Context: an optimization exercise on an open-source flow, tuned for small area, a short achievable clock period and few clock cycles per item. The choices shown serve that exercise and are no tape-out recipe. RTL that was checked went through simulation tests only; none was proved equivalent to the original. No activity file was given, so power comes from the tool's default toggle rates.

run 1:
Design add_seq_ctrl, start of the top module:
module add_seq_ctrl
#(
    parameter int unsigned N     = add_seq_pkg::ADDSEQ_N,
    parameter int unsigned WORDS = add_seq_pkg::ADDSEQ_WORDS
) (
    input  logic             clk,
    input  logic             rst,
    input  logic             in_valid,
    output logic             in_ready,
    input  logic [N*WORDS-1:0] a,
    input  logic [N*WORDS-1:0] b,
    input  logic             cin,
    input  logic             sub,
    output logic             out_valid,
    input  logic             out_ready,
    output logic [N*WORDS-1:0] sum,
    output logic             cout
);
For scale: roughly 3000 cells after synthesis, ~520 flip-flops, roughly 780 I/O pins, about 29000 sq um of cells after synthesis.
Settings: LEC_CHECK=0, CAP_MARGIN=20, CORE_MARGIN=2, CORE_UTILIZATION=40, SLEW_MARGIN=20; clock period 28.0 ns.
standard.sh (not shown) runs the stock make flow with config.mk's settings and CLKGATE_MAP_FILE= SYNTH_SCRIPT=/design/flow/synth_recipe.tcl, a recipe that flattens the netlist after the stock synthesis.
==> flow/flow/run.sh <==
#!/bin/bash
# The standard layout (standard.sh), with two changes to how it is made:
#  - ports are buffered with sky130_fd_sc_hd__buf_1 instead of the delay buffer
#    buffer_ports picks by default;
#  - timing repair aims for extra setup slack, so the layout runs faster than
#    the 28 ns the constraints require.
# The constraints (constraint.sdc) are the standard flow's, unchanged. Each tool's log is in
# orfs/logs; this script's own output goes to standard.log.
MARGIN=19
bash standard.sh finish \
  "BUFFER_PORTS_ARGS=-buffer_cell sky130_fd_sc_hd__buf_1" \
  SETUP_SLACK_MARGIN=$MARGIN  "ABC_AREA=1" "DONT_USE_CELLS= sky130_fd_sc_hd__probe_p_8 sky130_fd_sc_hd__probec_p_8 sky130_fd_sc_hd__lpflow_bleeder_1 sky130_fd_sc_hd__lpflow_clkbufkapwr_1 sky130_fd_sc_hd__lpflow_clkbufkapwr_16 sky130_fd_sc_hd__lpflow_clkbufkapwr_2 sky130_fd_sc_hd__lpflow_clkbufkapwr_4 sky130_fd_sc_hd__lpflow_clkbufkapwr_8 sky130_fd_sc_hd__lpflow_clkinvkapwr_1 sky130_fd_sc_hd__lpflow_clkinvkapwr_16 sky130_fd_sc_hd__lpflow_clkinvkapwr_2 sky130_fd_sc_hd__lpflow_clkinvkapwr_4 sky130_fd_sc_hd__lpflow_clkinvkapwr_8 sky130_fd_sc_hd__lpflow_decapkapwr_12 sky130_fd_sc_hd__lpflow_decapkapwr_3 sky130_fd_sc_hd__lpflow_decapkapwr_4 sky130_fd_sc_hd__lpflow_decapkapwr_6 sky130_fd_sc_hd__lpflow_decapkapwr_8 sky130_fd_sc_hd__lpflow_inputiso0n_1 sky130_fd_sc_hd__lpflow_inputiso0p_1 sky130_fd_sc_hd__lpflow_inputiso1n_1 sky130_fd_sc_hd__lpflow_inputiso1p_1 sky130_fd_sc_hd__lpflow_inputisolatch_1 sky130_fd_sc_hd__lpflow_isobufsrc_1 sky130_fd_sc_hd__lpflow_isobufsrc_16 sky130_fd_sc_hd__lpflow_isobufsrc_2 sky130_fd_sc_hd__lpflow_isobufsrc_4 sky130_fd_sc_hd__lpflow_isobufsrc_8 sky130_fd_sc_hd__lpflow_isobufsrckapwr_16 sky130_fd_sc_hd__lpflow_lsbuf_lh_hl_isowell_tap_1 sky130_fd_sc_hd__lpflow_lsbuf_lh_hl_isowell_tap_2 sky130_fd_sc_hd__lpflow_lsbuf_lh_hl_isowell_tap_4 sky130_fd_sc_hd__lpflow_lsbuf_lh_isowell_4 sky130_fd_sc_hd__lpflow_lsbuf_lh_isowell_tap_1 sky130_fd_sc_hd__lpflow_lsbuf_lh_isowell_tap_2 sky130_fd_sc_hd__lpflow_lsbuf_lh_isowell_tap_4  sky130_fd_sc_hd__fa_1 sky130_fd_sc_hd__fa_2 sky130_fd_sc_hd__fa_4" "CORE_UTILIZATION=60" "CTS_CLUSTER_SIZE=30" "CTS_CLUSTER_DIAMETER=100" > standard.log 2>&1
Run 1 went all the way through the flow, and no timing, DRC or antenna check failed.
Testbench counts of run 1, summed over its fixed seeds: cycles 1,288, items 1,280.
What run 2 does differently from run 1 at the input level:
==> flow/flow/run.sh <==
#!/bin/bash
# Standard layout, unchanged; logs kept beside it.
bash standard.sh > standard.log 2>&1
Findings:
Chip width: run 2 vs run 1 up 24%. In the floorplan summary, run 2 is listed with a die area greater than that of run 1. Relative to run 1, the count of buffering cells on the critical path with inverters included of run 2 is lower by 2. Cell with the largest stage delay on the worst path = ha_1: run 1; cell with the largest stage delay on the worst path = buf_4: run 2. Number of buffers inserted to repair setup after CTS: run 2 vs run 1 down 12. Run 2 vs run 1: met1 demand-to-capacity share in global routing down. Delta (run 2 minus run 1): growth of design area from synthesis to finish increased by 18 points relative to the old numbers; wire length of the first global-routing pass increased by 7.6% relative to the old numbers; non-clock buffer area fraction after layout increased by 9.1 points relative to the old numbers. On mean routed wirelength per cell, the higher figure sits with run 2, not run 1. Run 1 tops out at a higher clock frequency than run 2.
[inputs] run 3 vs run 2
==> flow/flow/run.sh <==
#!/bin/bash
# The standard layout (standard.sh), with two changes to how it is made:
#  - ports are buffered with sky130_fd_sc_hd__buf_1 instead of the delay buffer
#    buffer_ports picks by default;
#  - timing repair aims for extra setup slack, so the layout runs faster than
#    the 28 ns the constraints require.
# The constraints (constraint.sdc) are the standard flow's, unchanged. Each tool's log is in
# orfs/logs; this script's own output goes to standard.log.
MARGIN=19
bash standard.sh finish \
  "BUFFER_PORTS_ARGS=-buffer_cell sky130_fd_sc_hd__buf_1" \
  SETUP_SLACK_MARGIN=$MARGIN  "CORE_UTILIZATION=60" "CTS_BUF_LIST=sky130_fd_sc_hd__clkbuf_4 sky130_fd_sc_hd__clkbuf_8" > standard.log 2>&1
## What came out
Clock network fraction of total power (lower): run 3
Going from run 2 to run 3, power density normalized to cell area grows by 0.91%.
Run 3 — number of cells traversed by the worst register-to-register path 1 lower, run 2 as reference
Run 2 → run 3: worst slack on hold paths saw a decrease; setup slack saw an increase; proportion of layout cells with a drive suffix above 1 saw an increase.
Cmp run 2 and run 3 / time the worst path needs with I/O delays and setup / higher: run 2
Summary of run 3 over run 2: combinational cell fraction of total power went up, switching share of power up 3.6 points, number of inserted diodes +29, detailed route wirelength on metal2 went down by 4.3%.

---

Another version of the RTL of add_seq_ctrl (not shown whole).
For scale: about 4,200 cells after synthesis, roughly 520 flip-flops.
Settings: LEC_CHECK=0, CAP_MARGIN=20, CORE_MARGIN=2, CORE_UTILIZATION=40, SLEW_MARGIN=20; clock period 28.0 ns.
==> flow/flow/run.sh <==
#!/bin/bash
# The standard layout (standard.sh) with changes to how it is made; the
# constraints (constraint.sdc) are the standard flow's, unchanged. ORFS keeps each tool's
# log in orfs/logs; this script's own output goes to standard.log.
MARGIN=19.3
bash standard.sh finish \
  "BUFFER_PORTS_ARGS=-buffer_cell sky130_fd_sc_hd__buf_1" \
  SETUP_SLACK_MARGIN=$MARGIN \
  PRE_RESIZE_TCL=$PWD/flow/pre_resize.tcl  "ABC_AREA=1" "DONT_USE_CELLS= sky130_fd_sc_hd__probe_p_8 sky130_fd_sc_hd__probec_p_8 sky130_fd_sc_hd__lpflow_bleeder_1 sky130_fd_sc_hd__lpflow_clkbufkapwr_1 sky130_fd_sc_hd__lpflow_clkbufkapwr_16 sky130_fd_sc_hd__lpflow_clkbufkapwr_2 sky130_fd_sc_hd__lpflow_clkbufkapwr_4 sky130_fd_sc_hd__lpflow_clkbufkapwr_8 sky130_fd_sc_hd__lpflow_clkinvkapwr_1 sky130_fd_sc_hd__lpflow_clkinvkapwr_16 sky130_fd_sc_hd__lpflow_clkinvkapwr_2 sky130_fd_sc_hd__lpflow_clkinvkapwr_4 sky130_fd_sc_hd__lpflow_clkinvkapwr_8 sky130_fd_sc_hd__lpflow_decapkapwr_12 sky130_fd_sc_hd__lpflow_decapkapwr_3 sky130_fd_sc_hd__lpflow_decapkapwr_4 sky130_fd_sc_hd__lpflow_decapkapwr_6 sky130_fd_sc_hd__lpflow_decapkapwr_8 sky130_fd_sc_hd__lpflow_inputiso0n_1 sky130_fd_sc_hd__lpflow_inputiso0p_1 sky130_fd_sc_hd__lpflow_inputiso1n_1 sky130_fd_sc_hd__lpflow_inputiso1p_1 sky130_fd_sc_hd__lpflow_inputisolatch_1 sky130_fd_sc_hd__lpflow_isobufsrc_1 sky130_fd_sc_hd__lpflow_isobufsrc_16 sky130_fd_sc_hd__lpflow_isobufsrc_2 sky130_fd_sc_hd__lpflow_isobufsrc_4 sky130_fd_sc_hd__lpflow_isobufsrc_8 sky130_fd_sc_hd__lpflow_isobufsrckapwr_16 sky130_fd_sc_hd__lpflow_lsbuf_lh_hl_isowell_tap_1 sky130_fd_sc_hd__lpflow_lsbuf_lh_hl_isowell_tap_2 sky130_fd_sc_hd__lpflow_lsbuf_lh_hl_isowell_tap_4 sky130_fd_sc_hd__lpflow_lsbuf_lh_isowell_4 sky130_fd_sc_hd__lpflow_lsbuf_lh_isowell_tap_1 sky130_fd_sc_hd__lpflow_lsbuf_lh_isowell_tap_2 sky130_fd_sc_hd__lpflow_lsbuf_lh_isowell_tap_4  sky130_fd_sc_hd__fa_1 sky130_fd_sc_hd__fa_2 sky130_fd_sc_hd__fa_4" "CORE_UTILIZATION=60" "CTS_CLUSTER_SIZE=24" "CTS_CLUSTER_DIAMETER=90" > standard.log 2>&1
Other scripts of this flow, unchanged in this note and not shown: flow/flow/fanout_tree.tcl, flow/flow/pre_resize.tcl
Edit:
--- a/flow/flow/run.sh
+++ b/flow/flow/run.sh
@@ -4,3 +4,3 @@
 # log in orfs/logs; this script's own output goes to standard.log.
-MARGIN=19.3
+MARGIN=19.5
 bash standard.sh finish \
=> Die area stays the same; routed wire length rose slightly; first-iteration DRC count went down slightly; total power hardly moves.
No run of this note included a check of the RTL's function; only the layout flow was run.

---

## v16
add_seq_ctrl with an RTL version that a note above also has.
For scale: roughly 4200 cells after synthesis, ~30000 um2 of cells after synthesis.
clock: 28.0 ns
lec_check: 0
cap_margin: 20
core_margin: 2
core_utilization: 40
slew_margin: 20
==> flow/flow/run.sh <==
#!/bin/bash
# The standard layout (standard.sh), with two changes to how it is made:
#  - ports are buffered with sky130_fd_sc_hd__buf_1 instead of the delay buffer
#    buffer_ports picks by default;
#  - timing repair aims for extra setup slack, so the layout runs faster than
#    the 28 ns the constraints require.
# The constraints (constraint.sdc) are the standard flow's, unchanged. Each tool's log is in
# orfs/logs; this script's own output goes to standard.log.
MARGIN=19
bash standard.sh finish \
  "BUFFER_PORTS_ARGS=-buffer_cell sky130_fd_sc_hd__buf_1" \
  SETUP_SLACK_MARGIN=$MARGIN  "ABC_AREA=1" "ADDER_MAP_FILE=" > standard.log 2>&1
v16 completed every stage of the flow, and the final layout passed the timing, design-rule and antenna checks.
Testbench counts of v16, summed over its fixed seeds: cycles 1,288, items 1,280.
diff inputs: v16 => v21
diff --git a/flow/flow/run.sh b/flow/flow/run.sh
--- a/flow/flow/run.sh
+++ b/flow/flow/run.sh
@@ -8,5 +8,5 @@
 # orfs/logs; this script's own output goes to standard.log.
-MARGIN=19
+MARGIN=18
 bash standard.sh finish \
   "BUFFER_PORTS_ARGS=-buffer_cell sky130_fd_sc_hd__buf_1" \
-  SETUP_SLACK_MARGIN=$MARGIN  "ABC_AREA=1" "ADDER_MAP_FILE=" > standard.log 2>&1
+  SETUP_SLACK_MARGIN=$MARGIN > standard.log 2>&1
Findings:
- As far as initial core utilization is concerned, v16 and v21 perform about the same.
- Total number of nets in the final design of v21 falls short of that of v16 by more than 10%.
- v21 ends up with higher fraction of area in registers than v16 does.
- v16 vs v21, combinational family with the most area after synthesis: simple AND/OR/NAND/NOR gates vs adder cells
- Changes observed in v21 relative to v16: number of global-route vias before repair down 4201, global placement routability congestion saw an increase.
--- input diff v21..v42 ---
diff --git a/flow/flow/run.sh b/flow/flow/run.sh
--- a/flow/flow/run.sh
+++ b/flow/flow/run.sh
@@ -8,5 +8,5 @@
 # orfs/logs; this script's own output goes to standard.log.
-MARGIN=18
+MARGIN=19
 bash standard.sh finish \
   "BUFFER_PORTS_ARGS=-buffer_cell sky130_fd_sc_hd__buf_1" \
-  SETUP_SLACK_MARGIN=$MARGIN > standard.log 2>&1
+  SETUP_SLACK_MARGIN=$MARGIN  "ABC_AREA=1" "DONT_USE_CELLS= sky130_fd_sc_hd__probe_p_8 sky130_fd_sc_hd__probec_p_8 sky130_fd_sc_hd__lpflow_bleeder_1 sky130_fd_sc_hd__lpflow_clkbufkapwr_1 sky130_fd_sc_hd__lpflow_clkbufkapwr_16 sky130_fd_sc_hd__lpflow_clkbufkapwr_2 sky130_fd_sc_hd__lpflow_clkbufkapwr_4 sky130_fd_sc_hd__lpflow_clkbufkapwr_8 sky130_fd_sc_hd__lpflow_clkinvkapwr_1 sky130_fd_sc_hd__lpflow_clkinvkapwr_16 sky130_fd_sc_hd__lpflow_clkinvkapwr_2 sky130_fd_sc_hd__lpflow_clkinvkapwr_4 sky130_fd_sc_hd__lpflow_clkinvkapwr_8 sky130_fd_sc_hd__lpflow_decapkapwr_12 sky130_fd_sc_hd__lpflow_decapkapwr_3 sky130_fd_sc_hd__lpflow_decapkapwr_4 sky130_fd_sc_hd__lpflow_decapkapwr_6 sky130_fd_sc_hd__lpflow_decapkapwr_8 sky130_fd_sc_hd__lpflow_inputiso0n_1 sky130_fd_sc_hd__lpflow_inputiso0p_1 sky130_fd_sc_hd__lpflow_inputiso1n_1 sky130_fd_sc_hd__lpflow_inputiso1p_1 sky130_fd_sc_hd__lpflow_inputisolatch_1 sky130_fd_sc_hd__lpflow_isobufsrc_1 sky130_fd_sc_hd__lpflow_isobufsrc_16 sky130_fd_sc_hd__lpflow_isobufsrc_2 sky130_fd_sc_hd__lpflow_isobufsrc_4 sky130_fd_sc_hd__lpflow_isobufsrc_8 sky130_fd_sc_hd__lpflow_isobufsrckapwr_16 sky130_fd_sc_hd__lpflow_lsbuf_lh_hl_isowell_tap_1 sky130_fd_sc_hd__lpflow_lsbuf_lh_hl_isowell_tap_2 sky130_fd_sc_hd__lpflow_lsbuf_lh_hl_isowell_tap_4 sky130_fd_sc_hd__lpflow_lsbuf_lh_isowell_4 sky130_fd_sc_hd__lpflow_lsbuf_lh_isowell_tap_1 sky130_fd_sc_hd__lpflow_lsbuf_lh_isowell_tap_2 sky130_fd_sc_hd__lpflow_lsbuf_lh_isowell_tap_4  sky130_fd_sc_hd__fa_1 sky130_fd_sc_hd__fa_2 sky130_fd_sc_hd__fa_4" > standard.log 2>&1
[summary]
Number of standard cells in the final layout excluding fillers: v42 > v21. First-pass GRT wire length ended up 620 um higher on v42 than on v21. In the reports for v21 and v42, the larger wire length belongs to v21. On cell area after layout, v21 and v42 are neck and neck. v42 vs v21: area occupied by multi-input gates up slightly. Delta (v42 minus v21): synthesized area divided by synthesized cell count lost 1.2 um2; wire length on met2 lost 2.8%. In v42, combinational power is higher than in v21.

re-timing with driven ports:
In the flow no input, the clock included, has a driving cell. The finished layouts below were timed again as built, in two steps.
Step 1 (the two cells are an assumption about what drives the block):
set clk [get_ports {clk}]
set_driving_cell -lib_cell sky130_fd_sc_hd__clkbuf_16 $clk
set_driving_cell -lib_cell sky130_fd_sc_hd__buf_2 [delete_from_list [all_inputs] $clk]
Step 2 adds t to the input delays and takes it off the output delays; t is the mean of the earliest and latest rising clock arrival at the registers after step 1. Input paths then give back, and output paths get back, about the clock's delay inside the block.
Slacks: no drivers / after step 1 / after step 2; pairs: no drivers / after step 1.
| run | shift t [ns] | slack for setup (ns) | hold slack, ns | cell pins on the clock port's net |
|---|---|---|---|---|
| run 1 | 0.631 | 19.006 / 18.927 / 18.296 | 0.459 / 0.459 / 0.459 | 1 |
| run 2 | 0.677 | 16.345 / 16.357 / 15.680 | 0.459 / 0.459 / 0.459 | 1 |
| run 3 | 0.748 | 18.534 / 18.314 / 17.566 | 0.445 / 0.445 / 0.445 | 1 |
| the first run of note 2 | 0.672 | 19.625 / 19.459 / 18.787 | 0.452 / 0.452 / 0.452 | 1 |
| the second run of note 2 | 0.673 | 19.714 / 19.562 / 18.889 | 0.453 / 0.453 / 0.453 | 1 |
| v16 | 0.667 | 19.231 / 19.114 / 18.447 | 0.445 / 0.445 / 0.445 | 1 |
| v21 | 0.667 | 18.172 / 18.090 / 17.422 | 0.448 / 0.448 / 0.448 | 1 |
| v42 | 0.663 | 19.039 / 19.033 / 18.370 | 0.445 / 0.445 / 0.445 | 1 |
After both steps setup and hold are still met in every run listed. For run 3, which loses most, drivers alone change the setup slack by -0.220 ns; drivers and shift together by -0.968 ns.
